Background: an optimization exercise with open tools, aiming at small area, a short achievable clock period and few clock cycles per item. Do not read the settings as production practice. Only simulation tests tie the RTL to the original design; equivalence was not proved.

## v10
## apb_crc_mc
module apb_crc_mc #(
  parameter int DATA_WIDTH = 32,
  parameter int ADDR_WIDTH = 32,
  parameter int NUM_CH     = 4,
  parameter int CRC_WIDTH  = 32,
  parameter int FIFO_DEPTH = 4
) (
  input  logic                  clk,
  input  logic                  rstn,
  input  logic [ADDR_WIDTH-1:0] s_paddr,
  input  logic [DATA_WIDTH-1:0] s_pwdata,
  output logic [DATA_WIDTH-1:0] s_prdata,
  output logic                  s_pslverr,
  input  logic                  s_pwrite,
  input  logic                  s_psel,
  input  logic                  s_penable,
  output logic                  s_pready,
  input  logic [3:0]            s_pstrb
);
Size in the first run: ~0.035 mm^2 of cells after synthesis.
clock: 6.0 ns
lec_check: 0
abc_clock_period_in_ps: 4000
cap_margin: 20
core_margin: 2
core_utilization: 55
cts_buf_list: sky130_fd_sc_hd__clkbuf_16
cts_cluster_diameter: 100
cts_cluster_size: 25
setup_slack_margin: 1.5
slew_margin: 20
run.sh (not shown) runs the stock make flow with config.mk's settings and CLKGATE_MAP_FILE= SYNTH_SCRIPT=/design/flow/synth_recipe.tcl, a recipe that flattens the netlist after the stock synthesis.
v10: done, clean on timing, DRC and antenna
Testbench counts of v10, summed over its fixed seeds: cycles 3,849, bytes 4,655.
Here is what was changed in the inputs of v52 compared with v10.
diff --git a/flow/config.mk b/flow/config.mk
--- a/flow/config.mk
+++ b/flow/config.mk
@@ -7,3 +7,3 @@
 export LEC_CHECK = 0
-export ABC_CLOCK_PERIOD_IN_PS = 4000
+export ABC_CLOCK_PERIOD_IN_PS = 3500
 export CAP_MARGIN = 20
@@ -14,3 +14,3 @@
 export CTS_CLUSTER_SIZE = 25
-export SETUP_SLACK_MARGIN = 1.5
+export SETUP_SLACK_MARGIN = 2.0
 export SLEW_MARGIN = 20
Notes after the runs:
Going from v10 to v52, sequential share of layout area now sits lower, critical path depth now sits higher. In v52, the register-to-register slack came out 0.43 ns above the value in v10. Global routing usage on met3 for v52: 1.2 points up relative to v10. Changes observed in v52 relative to v10: cell area now larger.
Modified inputs, v42 compared to v52
==> flow/config.mk <==
export PLATFORM = sky130hd
export DESIGN_NAME = apb_crc_mc
export DESIGN_NICKNAME = apb_crc_mc
export VERILOG_FILES = /design/flow/design.v
export SDC_FILE = /design/flow/constraint.sdc
export NUM_CORES = 4
export LEC_CHECK = 0
export ABC_CLOCK_PERIOD_IN_PS = 4000
export CAP_MARGIN = 20
export CORE_MARGIN = 2
export CORE_UTILIZATION = 55
export SETUP_SLACK_MARGIN = 1.5
export SLEW_MARGIN = 20
--- outcome ---
- Between v42 and v52, the wire length of the first global-routing pass does not differ in any meaningful way.
- Share of cells above drive strength 1, v42 and v52: larger value in v52
- | final hold slack | higher: v42 |
- Share of the clock period used by the worst path after layout in v42 is 7.1 points above v52.
- Summary: with v52 as the reference, post-route standard cell area excluding fillers in v42 moved up slightly.
- On met1 track utilization from global routing, the lower figure sits with v52, not v42.

---

v33:
Another version of the RTL of apb_crc_mc (not shown whole).
Size in the first run: ~3,300 cells after synthesis, ~110 I/O pins.
## apb_crc_mc
module apb_crc_mc #(
  parameter int DATA_WIDTH = 32,
  parameter int ADDR_WIDTH = 32,
  parameter int NUM_CH     = 4,
  parameter int CRC_WIDTH  = 32,
  parameter int FIFO_DEPTH = 4
) (
  input  logic                  clk,
  input  logic                  rstn,
  input  logic [ADDR_WIDTH-1:0] s_paddr,
  input  logic [DATA_WIDTH-1:0] s_pwdata,
  output logic [DATA_WIDTH-1:0] s_prdata,
  output logic                  s_pslverr,
  input  logic                  s_pwrite,
  input  logic                  s_psel,
  input  logic                  s_penable,
  output logic                  s_pready,
  input  logic [3:0]            s_pstrb
);
export LEC_CHECK = 0
export ABC_CLOCK_PERIOD_IN_PS = 3500
export CAP_MARGIN = 20
export CORE_MARGIN = 2
export CORE_UTILIZATION = 55
export CTS_BUF_LIST = sky130_fd_sc_hd__clkbuf_16
export CTS_CLUSTER_DIAMETER = 100
export CTS_CLUSTER_SIZE = 25
export SETUP_SLACK_MARGIN = 2.1
export SLEW_MARGIN = 20
create_clock -name core_clock -period 6.0 [get_ports {clk}]
Per the final summary, v33 finished and its layout is clean on timing, DRC and antenna.
Testbench counts of v33, summed over its fixed seeds: cycles 3,849, bytes 4,655.
#### Input delta (v47 over v33)
- a change of CORE_UTILIZATION from 55 to 45
==> comparison <==
Going from v33 to v47, placed wire-length estimate after detailed placement grows by 1.7%. Compared with v33, count of placed standard cells including taps in v47 increased by a few percent. The core of v47 is less densely filled than that of v33. Sort v33 and v47 by area growth from synthesis to final layout asc -> top: v33. [v47 vs v33] count of placed standard cells in the final layout, fillers left out: higher in v47. Going from v33 to v47, multi-input combinational cell count did not really move, clock-buffer cell count went up, flip-flop and latch share of the layout cell area went down.
The following lists how v7 was set up differently from v47:
- swapping 45 for 55 in CORE_UTILIZATION
- swapping 2.1 for 2.0 in SETUP_SLACK_MARGIN
- swapping 20 for 10 in CAP_MARGIN
- clearing ABC_CLOCK_PERIOD_IN_PS, which used to be 3500
- swapping 20 for 10 in SLEW_MARGIN
v7 finished all stages; the layout is clean. Going from v47 to v7, the site row count was found to have gone down by about 9%. Against v47, the final cell area of v7 is lower. v7 -> v47: TritonCTS sink count delta 0, exact match. Area fraction in compound gates after synthesis essentially unchanged between v47 and v7. Summary — wire length of the first global-routing pass, v7 relative to v47: lower, by 3.4 mm. Relative to v47, setup slack of the critical path after layout has decreased by 0.077 ns in v7. met3 track demand over resource in global routing across v47 and v7: no real change. Changes observed in v7 relative to v47: cell count fell about 5%, non-clock buffer count shows a reduction of 47.
diff inputs: v7 => v20
- a change of SETUP_SLACK_MARGIN from 2.0 to 2.3
- a change of CAP_MARGIN from 10 to 20
- a change of SLEW_MARGIN from 10 to 20
Findings:
Per the comparison of v20 with v7, worst slew margin relative to its limit shows an increase of 3.8 points; highest achievable clock rate climbed 2.2%. Clock latency of the later-clocked register in the worst-skew pair: v20 vs v7 up 0.04 ns.
[inputs] v3 vs v20
- ABC_CLOCK_PERIOD_IN_PS newly set to 3500
- SETUP_SLACK_MARGIN changed from 2.3 to 2.0
- v3: aggregate global-route resource usage 0.53 points below v20
- Achievable frequency is lower on v3
- Summary — final wirelength, v3 relative to v20: lower, by 2.6 mm.
- v3: no failed stages, no open violations at the end
- Every stage of the flow completed for v20, and the final layout passed the timing, design-rule and antenna checks.
- Routed length on met1 of v3 falls short of that of v20 slightly.
- In v3, per-cell routed wire length is lower than in v20.
- As far as total of flip-flops plus latches after synthesis is concerned, v20 and v3 perform about the same.
- Per the comparison of v3 with v20, first-iteration detailed-routing DRC count higher; post-CTS resize count moved down.

---

v9:
Another version of the RTL of apb_crc_mc (not shown whole).
For scale: ~690 flip-flops, roughly 110 I/O pins, ~0.034 mm^2 of cells after synthesis.
Settings: LEC_CHECK=0, ABC_CLOCK_PERIOD_IN_PS=3500, CAP_MARGIN=20, CORE_MARGIN=2, CORE_UTILIZATION=55, CTS_BUF_LIST=sky130_fd_sc_hd__clkbuf_16, CTS_CLUSTER_DIAMETER=100, CTS_CLUSTER_SIZE=25, SETUP_SLACK_MARGIN=3.3, SLEW_MARGIN=20; clock period 6.0 ns.
v9 ran to completion and came out clean on the timing, design-rule and antenna checks.
Testbench counts of v9, summed over its fixed seeds: cycles 3,849, bytes 4,655.
[inputs] v30 vs v9
--- a/flow/config.mk
+++ b/flow/config.mk
@@ -14,3 +14,3 @@
 export CTS_CLUSTER_SIZE = 25
-export SETUP_SLACK_MARGIN = 3.3
+export SETUP_SLACK_MARGIN = 3.0
 export SLEW_MARGIN = 20
### Flow results
Diff v9..v30 | sequential cell count | unchanged. Re via count: v9 was higher than v30. Max freq v9 -> v30: improved. Number of cells in the finished layout apart from fillers ended up 60 lower on v30 than on v9. v30 | stages: all done | timing, DRC, antenna: all pass. Changes observed in v30 relative to v9: met3 global-route usage shrank by 1.4 points, fraction of final layout cells sized beyond drive strength 1 shows a reduction of 6.7 points, sum of routed wire segments on met1 shows a reduction of 2.3%, register area barely changed. v30: multi-input logic portion of the cell area is 0.49 points lower than what v9 reported.
> inputs changed (v30 -> v55)
--- a/flow/config.mk
+++ b/flow/config.mk
@@ -14,3 +14,3 @@
 export CTS_CLUSTER_SIZE = 25
-export SETUP_SLACK_MARGIN = 3.0
+export SETUP_SLACK_MARGIN = 2.7
 export SLEW_MARGIN = 20
==> results.txt <==
In the flow results for v30 and v55, the utilization is larger on v30.
Fmax: v55 above v30
v55 — clock tree cell share of total cell area 0.20 points higher, v30 as reference
Sort v30 and v55 by fraction of standard cell area in multi-input logic, descending, and v55 comes first.
Post-placement cell count essentially unchanged between v30 and v55.
NOTE: first-iteration DRC count in v55 exceeds that of v30

---

## alpha
apb_crc_mc again, from the RTL that the note above started with.
==> flow/design.v (excerpt) <==
module apb_crc_mc #(
  parameter int DATA_WIDTH = 32,
  parameter int ADDR_WIDTH = 32,
  parameter int NUM_CH     = 4,
  parameter int CRC_WIDTH  = 32,
  parameter int FIFO_DEPTH = 4
) (
  input  logic                  clk,
  input  logic                  rstn,
  input  logic [ADDR_WIDTH-1:0] s_paddr,
  input  logic [DATA_WIDTH-1:0] s_pwdata,
  output logic [DATA_WIDTH-1:0] s_prdata,
  output logic                  s_pslverr,
  input  logic                  s_pwrite,
  input  logic                  s_psel,
  input  logic                  s_penable,
  output logic                  s_pready,
  input  logic [3:0]            s_pstrb
);
  logic [31:0] poly_q   [0:3];
  logic [31:0] init_q   [0:3];
  logic [31:0] xorout_q [0:3];
  logic        rot_r;
  logic [31:0] crc_r    [0:3];
  logic        refin_r  [0:3];
  logic        refout_r [0:3];
  logic        setup_s, ch_ok_s, err_s, is_res_s;
  logic [1:0]  ch_s;
  logic [4:0]  off_s;
  logic [31:0] rd_s, res_s;
  logic [1:0]  pos_s;
  logic [31:0] poly_s, init_s, xorout_s;
  assign setup_s  = s_psel & ~s_penable;
  assign ch_s     = s_paddr[6:5];
  assign off_s    = s_paddr[4:0];
  assign ch_ok_s  = ~s_paddr[7];
  assign is_res_s = (off_s == apb_crc_mc_pkg::OFF_RESULT);
  assign pos_s    = {ch_s[1], ch_s[0] ^ rot_r};
  assign poly_s   = poly_q[pos_s];
  assign init_s   = init_q[pos_s];
  assign xorout_s = xorout_q[pos_s];
  always_comb begin
    case (off_s)
      apb_crc_mc_pkg::OFF_CTRL, apb_crc_mc_pkg::OFF_POLY, apb_crc_mc_pkg::OFF_INIT,
      apb_crc_mc_pkg::OFF_XOROUT, apb_crc_mc_pkg::OFF_DATA:
        err_s = ~ch_ok_s;
      apb_crc_mc_pkg::OFF_RESULT, apb_crc_mc_pkg::OFF_STATUS:
        err_s = ~ch_ok_s | s_pwrite;
      default:
        err_s = 1'b1;
    endcase
  end
  logic [31:0] wb_r, crc_s;
  logic [1:0]  wb_ch;
  logic        wb_v;
  assign crc_s = (wb_v && wb_ch == ch_s) ? wb_r : crc_r[ch_s];
  assign res_s = (refout_r[ch_s] ? apb_crc_mc_pkg::rev32(crc_s) : crc_s) ^ xorout_s;
  always_comb begin
    rd_s = 32'd0;
    if (!err_s) begin
  ...
Settings: LEC_CHECK=0, ABC_CLOCK_PERIOD_IN_PS=3500, CAP_MARGIN=20, CORE_MARGIN=2, CORE_UTILIZATION=55, CTS_BUF_LIST=sky130_fd_sc_hd__clkbuf_16, CTS_CLUSTER_DIAMETER=100, CTS_CLUSTER_SIZE=25, SETUP_SLACK_MARGIN=2.4, SLEW_MARGIN=20; clock period 6.0 ns.
Testbench counts of alpha, summed over its fixed seeds: cycles 3,849, bytes 4,655.
Input changes introduced in beta (baseline for comparison: alpha):
Settings: a change of SETUP_SLACK_MARGIN from 2.4 to 2.8.
### Flow results
- Of the two values seen for capturing element of the worst setup path, wb_r[23]$_DFF_P_ was produced by alpha and eng_c_r[24]$_DFF_P_ by beta.
- Met1 wire length, beta vs alpha: up by a few percent
- Number of standard cells in the layout, taps in and fillers out: beta vs alpha up 85
Here is what was changed in the inputs of gamma compared with beta.
Settings: swapping 2.8 for 2.0 in SETUP_SLACK_MARGIN.
### Flow results
gamma improves on beta in overall routed net length. Flip-flop and latch share of the layout cell area: gamma vs beta up 4.3 points. The higher required time reported for the critical path endpoint came out of beta. gamma against beta: maximum single-stage delay on the critical path saw a decrease, final standard cell area without fillers saw a decrease. Of the two values seen for worst setup path startpoint, eng_two_r$_DFF_P_ was produced by beta and eng_d_r[15]$_DFF_P_ by gamma.

---

apb_crc_mc, a different RTL version from the one above (not shown whole).
Size: roughly 2700 cells after synthesis, about 690 flip-flops, roughly 110 I/O pins.
Settings: LEC_CHECK=0, ABC_CLOCK_PERIOD_IN_PS=3500, CAP_MARGIN=20, CORE_MARGIN=2, CORE_UTILIZATION=55, CTS_BUF_LIST=sky130_fd_sc_hd__clkbuf_16, CTS_CLUSTER_DIAMETER=100, CTS_CLUSTER_SIZE=25, SETUP_SLACK_MARGIN=2.0, SLEW_MARGIN=20; clock period 6.0 ns.
Testbench counts at the start, summed over its fixed seeds: cycles 3,849, bytes 4,655.
Next try:
ABC_CLOCK_PERIOD_IN_PS = 3000   (was 3500)
SETUP_SLACK_MARGIN = 2.5   (was 2.0)
Effect: Non-clock buffer count came out higher by 123; first-iteration DRC count came out higher by 4.0%; clock skew came out lower by 4.5 ps; design area came out higher by 7.8%.

---

Another version of the RTL of apb_crc_mc (not shown whole).
For scale: roughly 660 flip-flops, ~110 I/O pins, ~0.033 mm² of cells after synthesis.
export LEC_CHECK = 0
export ABC_CLOCK_PERIOD_IN_PS = 3500
export CAP_MARGIN = 20
export CORE_MARGIN = 2
export CORE_UTILIZATION = 55
export CTS_BUF_LIST = sky130_fd_sc_hd__clkbuf_16
export CTS_CLUSTER_DIAMETER = 100
export CTS_CLUSTER_SIZE = 25
export SETUP_SLACK_MARGIN = 2.0
export SLEW_MARGIN = 20
create_clock -name core_clock -period 6.0 [get_ports {clk}]
The starting point ran to the end with no violations.
Testbench counts at the start, summed over its fixed seeds: cycles 3,849, bytes 4,655.
Then changed:
--- a/flow/config.mk
+++ b/flow/config.mk
@@ -6,11 +6,11 @@
 export NUM_CORES = 4
 export LEC_CHECK = 0
-export ABC_CLOCK_PERIOD_IN_PS = 3500
 export CAP_MARGIN = 20
 export CORE_MARGIN = 2
-export CORE_UTILIZATION = 55
+export CORE_UTILIZATION = 70
 export CTS_BUF_LIST = sky130_fd_sc_hd__clkbuf_16
 export CTS_CLUSTER_DIAMETER = 100
 export CTS_CLUSTER_SIZE = 25
+export PLACE_DENSITY = 0.72
 export SETUP_SLACK_MARGIN = 2.0
 export SLEW_MARGIN = 20
Wire length shrinks by 3.7%.
Cell area falls by 1.9%.
Non-clock buffer count drops by 27.
Setup slack loses 0.10 ns.
Synthesized area is unchanged.

-- afterwards: timing with drivers on the ports --
Ports are ideal in the flow. The routed layouts listed here were re-timed in OpenROAD. Step 1 (the two cells are an assumption about what drives the block):
set clk [get_ports {clk}]
set_driving_cell -lib_cell sky130_fd_sc_hd__clkbuf_16 $clk
set_driving_cell -lib_cell sky130_fd_sc_hd__buf_2 [delete_from_list [all_inputs] $clk]
Step 2, shift: input delay + t, output delay - t, t = (earliest + latest rising clock arrival at the registers) / 2. This alone moves slack from input paths to output paths. a / b / c = no drivers / after step 1 / after step 2; a / b = the first two.
run	t (ns)	slack for setup (ns)	slew at the worst register clock pin (ns)
v10	0.677	1.666 / 1.666 / 1.666	0.11 / 0.11
v52	0.677	2.101 / 2.101 / 1.618	0.10 / 0.10
v42	0.674	1.678 / 1.678 / 1.678	0.06 / 0.06
v33	0.664	2.057 / 2.057 / 1.561	0.10 / 0.10
v47	0.661	2.097 / 2.097 / 1.571	0.10 / 0.10
v7	0.637	2.020 / 2.020 / 1.521	0.10 / 0.10
v20	0.672	2.107 / 2.107 / 1.681	0.11 / 0.11
v3	0.637	2.020 / 2.020 / 1.521	0.10 / 0.10
v9	0.647	2.388 / 2.388 / 2.183	0.10 / 0.10
v30	0.656	2.430 / 2.430 / 2.003	0.10 / 0.10
v55	0.672	2.487 / 2.487 / 2.059	0.10 / 0.10
alpha	0.667	2.325 / 2.325 / 1.855	0.10 / 0.10
beta	0.671	2.422 / 2.422 / 2.042	0.10 / 0.10
gamma	0.651	2.106 / 2.106 / 1.613	0.11 / 0.11
the first run of note 5	0.633	2.022 / 2.022 / 1.582	0.11 / 0.11
the second run of note 5	0.645	2.320 / 2.320 / 1.997	0.10 / 0.10
the first run of note 6	0.674	2.074 / 2.074 / 1.876	0.11 / 0.11
the second run of note 6	0.675	1.970 / 1.970 / 1.754	0.11 / 0.11
After both steps setup and hold are still met in every run listed. The setup slack of v47, which loses most, moves by 0.000 ns with the drivers and by -0.526 ns with both steps.
